This design comes from an exercise in tuning for small area and a short achievable clock period on the open sky130 flow, not from production work.
Power and IR drop assume default switching activity.

==> module lc3_mem_responder, before the edit <==
module lc3_mem_responder #(
    parameter int ADDR_W      = 8,
    parameter int WAIT_CYCLES = 2
) (
    input  logic        clk,
    input  logic        rst,
    input  logic        rd,
    input  logic        wr,
    input  logic [15:0] addr,
    input  logic [15:0] din,
    output logic [15:0] dout,
    output logic        complete,
    output logic        busy
);
    localparam int DEPTH = 1 << ADDR_W;
    localparam int PAIRS = DEPTH / 2;
    localparam int HI_N  = 16;           
    localparam int LO_N  = PAIRS / HI_N;  
    function automatic logic pol(input logic e, input logic [1:0] c);
        pol = e ? !(c[1] ^ c[0]) : c[1];
    endfunction
    logic busy_r, s1_r, s2_r, complete_r;
    logic accept_s, last_s;
    assign accept_s = !busy_r && (rd || wr);
    assign last_s   = busy_r && !s1_r && !s2_r;
    always_ff @(posedge clk or negedge rst) begin
        if (!rst) begin
            busy_r     <= 1'b0;
            s1_r       <= 1'b0;
            s2_r       <= 1'b0;
            complete_r <= 1'b0;
        end else begin
            busy_r     <= accept_s || s1_r || s2_r;
            s1_r       <= accept_s;
            s2_r       <= s1_r;
            complete_r <= last_s;
        end
    end
    logic [HI_N-1:0] rhi_r;
    logic [LO_N-1:0] rlo_r;
    logic            ra0_r;
    logic [15:0]     data_r;
    logic            op_rd_r;
    always_ff @(posedge clk) begin
        if (!busy_r) begin
            for (int g = 0; g < HI_N; g++) rhi_r[g] <= (addr[7:4] == 4'(g));
            for (int k = 0; k < LO_N; k++) rlo_r[k] <= (addr[3:1] == 3'(k));
            ra0_r   <= addr[0];
            data_r  <= din;
            op_rd_r <= rd;
        end
    end
    logic [HI_N-1:0] whi_r;
    logic [LO_N-1:0] wlo_r;
    logic            wa0_r;
    logic [15:0]     wdata_r;
    logic            wload_s;
    logic            wvalid_r;
    assign wload_s = s2_r && !op_rd_r;
    always_ff @(posedge clk) begin
        if (wload_s) begin
            whi_r   <= rhi_r;
            wlo_r   <= rlo_r;
            wa0_r   <= ra0_r;
            wdata_r <= data_r;
        end
    end
    logic [1:0] cnt_r;
    logic       go1_r;
    logic       w2_r, w3_r, w4_r;
    always_ff @(posedge clk or negedge rst) begin
        if (!rst) begin
            go1_r <= 1'b0;
        end else begin
            go1_r <= wload_s;
        end
    end
    always_ff @(posedge clk) begin
        cnt_r <= cnt_r + 2'd1;
        w2_r  <= go1_r;
        w3_r  <= w2_r;
        w4_r  <= w3_r;
        if (go1_r) begin
            wvalid_r <= 1'b1;
        end else if (wload_s) begin
            wvalid_r <= 1'b0;
        end
    end
    logic [1:0]  cnt_n;
    logic        enter_s;
    logic        fval_s;
    logic [15:0] col_s;
    assign cnt_n   = cnt_r + 2'd1;
    assign enter_s = (wa0_r == cnt_n[0]);
    assign fval_s  = pol(wa0_r, cnt_n);
    assign col_s   = {16{(go1_r || w2_r || w3_r || w4_r) && enter_s}} & ~(wdata_r ^ {16{fval_s}});
    logic [PAIRS-1:0] wsel_s;
    logic [PAIRS-1:0] rsel_s;
    always_comb begin
        for (int m = 0; m < PAIRS; m++) begin
            wsel_s[m] = whi_r[m / LO_N] && wlo_r[m % LO_N];
            rsel_s[m] = rhi_r[m / LO_N] && rlo_r[m % LO_N];
        end
    end
    logic [15:0] mem_x [0:PAIRS-1];
    logic [15:0] mem_y [0:PAIRS-1];
    always_ff @(posedge clk) begin
        for (int m = 0; m < PAIRS; m++) begin
            mem_x[m] <= ~(mem_y[m] | ({16{wsel_s[m]}} & col_s));
            mem_y[m] <= mem_x[m];
        end
    end
    localparam int PARTS = 2;
    localparam int PER   = PAIRS / PARTS;
    logic [15:0] part_s [0:PARTS-1];
    always_comb begin
        for (int p = 0; p < PARTS; p++) begin
            part_s[p] = '0;
            for (int m = p * PER; m < (p + 1) * PER; m++) part_s[p] = part_s[p] | ({16{rsel_s[m]}} & mem_x[m]);
        end
    end
    logic [15:0] part_r [0:PARTS-1];
    logic        ppol_r;
    logic        fwd_r;
    always_ff @(posedge clk) begin
        if (ra0_r == cnt_r[0]) begin
            for (int p = 0; p < PARTS; p++) part_r[p] <= part_s[p];
            ppol_r <= cnt_r[1];
            fwd_r  <= wvalid_r && (ra0_r == wa0_r) && |(rhi_r & whi_r) && |(rlo_r & wlo_r);
        end
    end
    logic [15:0] rdata_s;
    always_comb begin
        rdata_s = '0;
        for (int p = 0; p < PARTS; p++) rdata_s = rdata_s | part_r[p];
    end
    logic [15:0] dout_r;
    always_ff @(posedge clk) begin
        dout_r <= fwd_r ? wdata_r : (rdata_s ^ {16{ppol_r}});
    end
    assign dout     = dout_r;
    assign complete = complete_r;
    assign busy     = busy_r;
endmodule
make LEC_CHECK=0 CAP_MARGIN=20 CORE_MARGIN=2 CORE_UTILIZATION=55 CTS_CLUSTER_DIAMETER=60 CTS_CLUSTER_SIZE=24 SETUP_SLACK_MARGIN=2.2 SLEW_MARGIN=20 SYNTH_MEMORY_MAX_BITS=8192 finish   # period 4.6 ns
run.sh (not shown) runs the stock make flow with config.mk's settings and CLKGATE_MAP_FILE= SYNTH_SCRIPT=/design/flow/synth_recipe.tcl, a recipe that flattens the netlist after the stock synthesis.
Then changed:
--- a/flow/design.v
+++ b/flow/design.v
@@ -51,15 +51,23 @@
         end
     end
-    logic [HI_N-1:0] whi_r;
-    logic [LO_N-1:0] wlo_r;
+    logic [3:0]      whi_r;
+    logic [2:0]      wlo_r;
     logic            wa0_r;
     logic [15:0]     wdata_r;
     logic            wload_s;
+    logic [3:0]      rhi_bin_s;
+    logic [2:0]      rlo_bin_s;
+    always_comb begin
+        rhi_bin_s = '0;
+        rlo_bin_s = '0;
+        for (int g = 0; g < HI_N; g++) if (rhi_r[g]) rhi_bin_s = rhi_bin_s | 4'(g);
+        for (int k = 0; k < LO_N; k++) if (rlo_r[k]) rlo_bin_s = rlo_bin_s | 3'(k);
+    end
     logic            wvalid_r;
     assign wload_s = s2_r && !op_rd_r;
     always_ff @(posedge clk) begin
         if (wload_s) begin
-            whi_r   <= rhi_r;
-            wlo_r   <= rlo_r;
+            whi_r   <= rhi_bin_s;
+            wlo_r   <= rlo_bin_s;
             wa0_r   <= ra0_r;
             wdata_r <= data_r;
@@ -68,5 +76,5 @@
     logic [1:0] cnt_r;
     logic       go1_r;
-    logic       w2_r, w3_r, w4_r;
+    logic       w2_r, w3_r, wlate_r;
     always_ff @(posedge clk or negedge rst) begin
         if (!rst) begin
@@ -77,8 +85,8 @@
     end
     always_ff @(posedge clk) begin
-        cnt_r <= cnt_r + 2'd1;
-        w2_r  <= go1_r;
-        w3_r  <= w2_r;
-        w4_r  <= w3_r;
+        cnt_r   <= cnt_r + 2'd1;
+        w2_r    <= go1_r;
+        w3_r    <= w2_r;
+        wlate_r <= go1_r || w2_r || w3_r;
         if (go1_r) begin
             wvalid_r <= 1'b1;
@@ -87,17 +95,21 @@
         end
     end
-    logic [1:0]  cnt_n;
-    logic        enter_s;
-    logic        fval_s;
+    logic [15:0] wdata_d;
+    logic        wa0_d;
+    logic [1:0]  cnt_nn;
+    logic [15:0] colv_r;
     logic [15:0] col_s;
-    assign cnt_n   = cnt_r + 2'd1;
-    assign enter_s = (wa0_r == cnt_n[0]);
-    assign fval_s  = pol(wa0_r, cnt_n);
-    assign col_s   = {16{(go1_r || w2_r || w3_r || w4_r) && enter_s}} & ~(wdata_r ^ {16{fval_s}});
+    assign wdata_d = wload_s ? data_r : wdata_r;
+    assign wa0_d   = wload_s ? ra0_r : wa0_r;
+    assign cnt_nn  = cnt_r + 2'd2;
+    always_ff @(posedge clk) begin
+        colv_r <= {16{wa0_d == cnt_nn[0]}} & ~(wdata_d ^ {16{pol(wa0_d, cnt_nn)}});
+    end
+    assign col_s = {16{go1_r || wlate_r}} & colv_r;
     logic [PAIRS-1:0] wsel_s;
     logic [PAIRS-1:0] rsel_s;
     always_comb begin
         for (int m = 0; m < PAIRS; m++) begin
-            wsel_s[m] = whi_r[m / LO_N] && wlo_r[m % LO_N];
+            wsel_s[m] = (whi_r == 4'(m / LO_N)) && (wlo_r == 3'(m % LO_N));
             rsel_s[m] = rhi_r[m / LO_N] && rlo_r[m % LO_N];
         end
@@ -111,5 +123,5 @@
         end
     end
-    localparam int PARTS = 2;
+    localparam int PARTS = 4;
     localparam int PER   = PAIRS / PARTS;
     logic [15:0] part_s [0:PARTS-1];
@@ -127,5 +139,5 @@
             for (int p = 0; p < PARTS; p++) part_r[p] <= part_s[p];
             ppol_r <= cnt_r[1];
-            fwd_r  <= wvalid_r && (ra0_r == wa0_r) && |(rhi_r & whi_r) && |(rlo_r & wlo_r);
+            fwd_r  <= wvalid_r && (ra0_r == wa0_r) && rhi_r[whi_r] && rlo_r[wlo_r];
         end
     end
Effect: Setup slack gets better by 0.33 ns; wire length goes down by 17%; combinational power came out lower by 41%; area after synthesis went up by 0.75%; utilization decreases by 0.33 points; total power fell by 29%; via count decreases by 4.9%; sequential power went down by 34%; clock skew stays flat; global-route usage drops by 7.2 points; synthesized cell count is lower by 0.62%.
No run of this note included a check of the RTL's function; only the layout flow was run.

-- separate check: timing with driven ports --
The results above use ideal ports. As a check the final layouts listed here were re-extracted and re-timed, cells and wires unchanged. Step 1 assumes that a clkbuf_16 drives the clock port and a buf_2 every other input. Step 2 also shifts input and output timing later by t, the mid clock arrival at the registers, as if the neighbouring blocks saw the same clock. Three values: no drivers, after step 1, after step 2; two values: the first two.
| run | t (ns) | slack for setup (ns) | worst data-port slew with drivers (ns) | cell pins on the clock port's net |
|---|---|---|---|---|
| the first run | 0.976 | 1.515 / 1.515 / 1.515 | 0.07 | 1 |
| the second run | 0.981 | 1.842 / 1.842 / 1.842 | 0.21 | 1 |
After both steps every run listed still meets setup and hold.
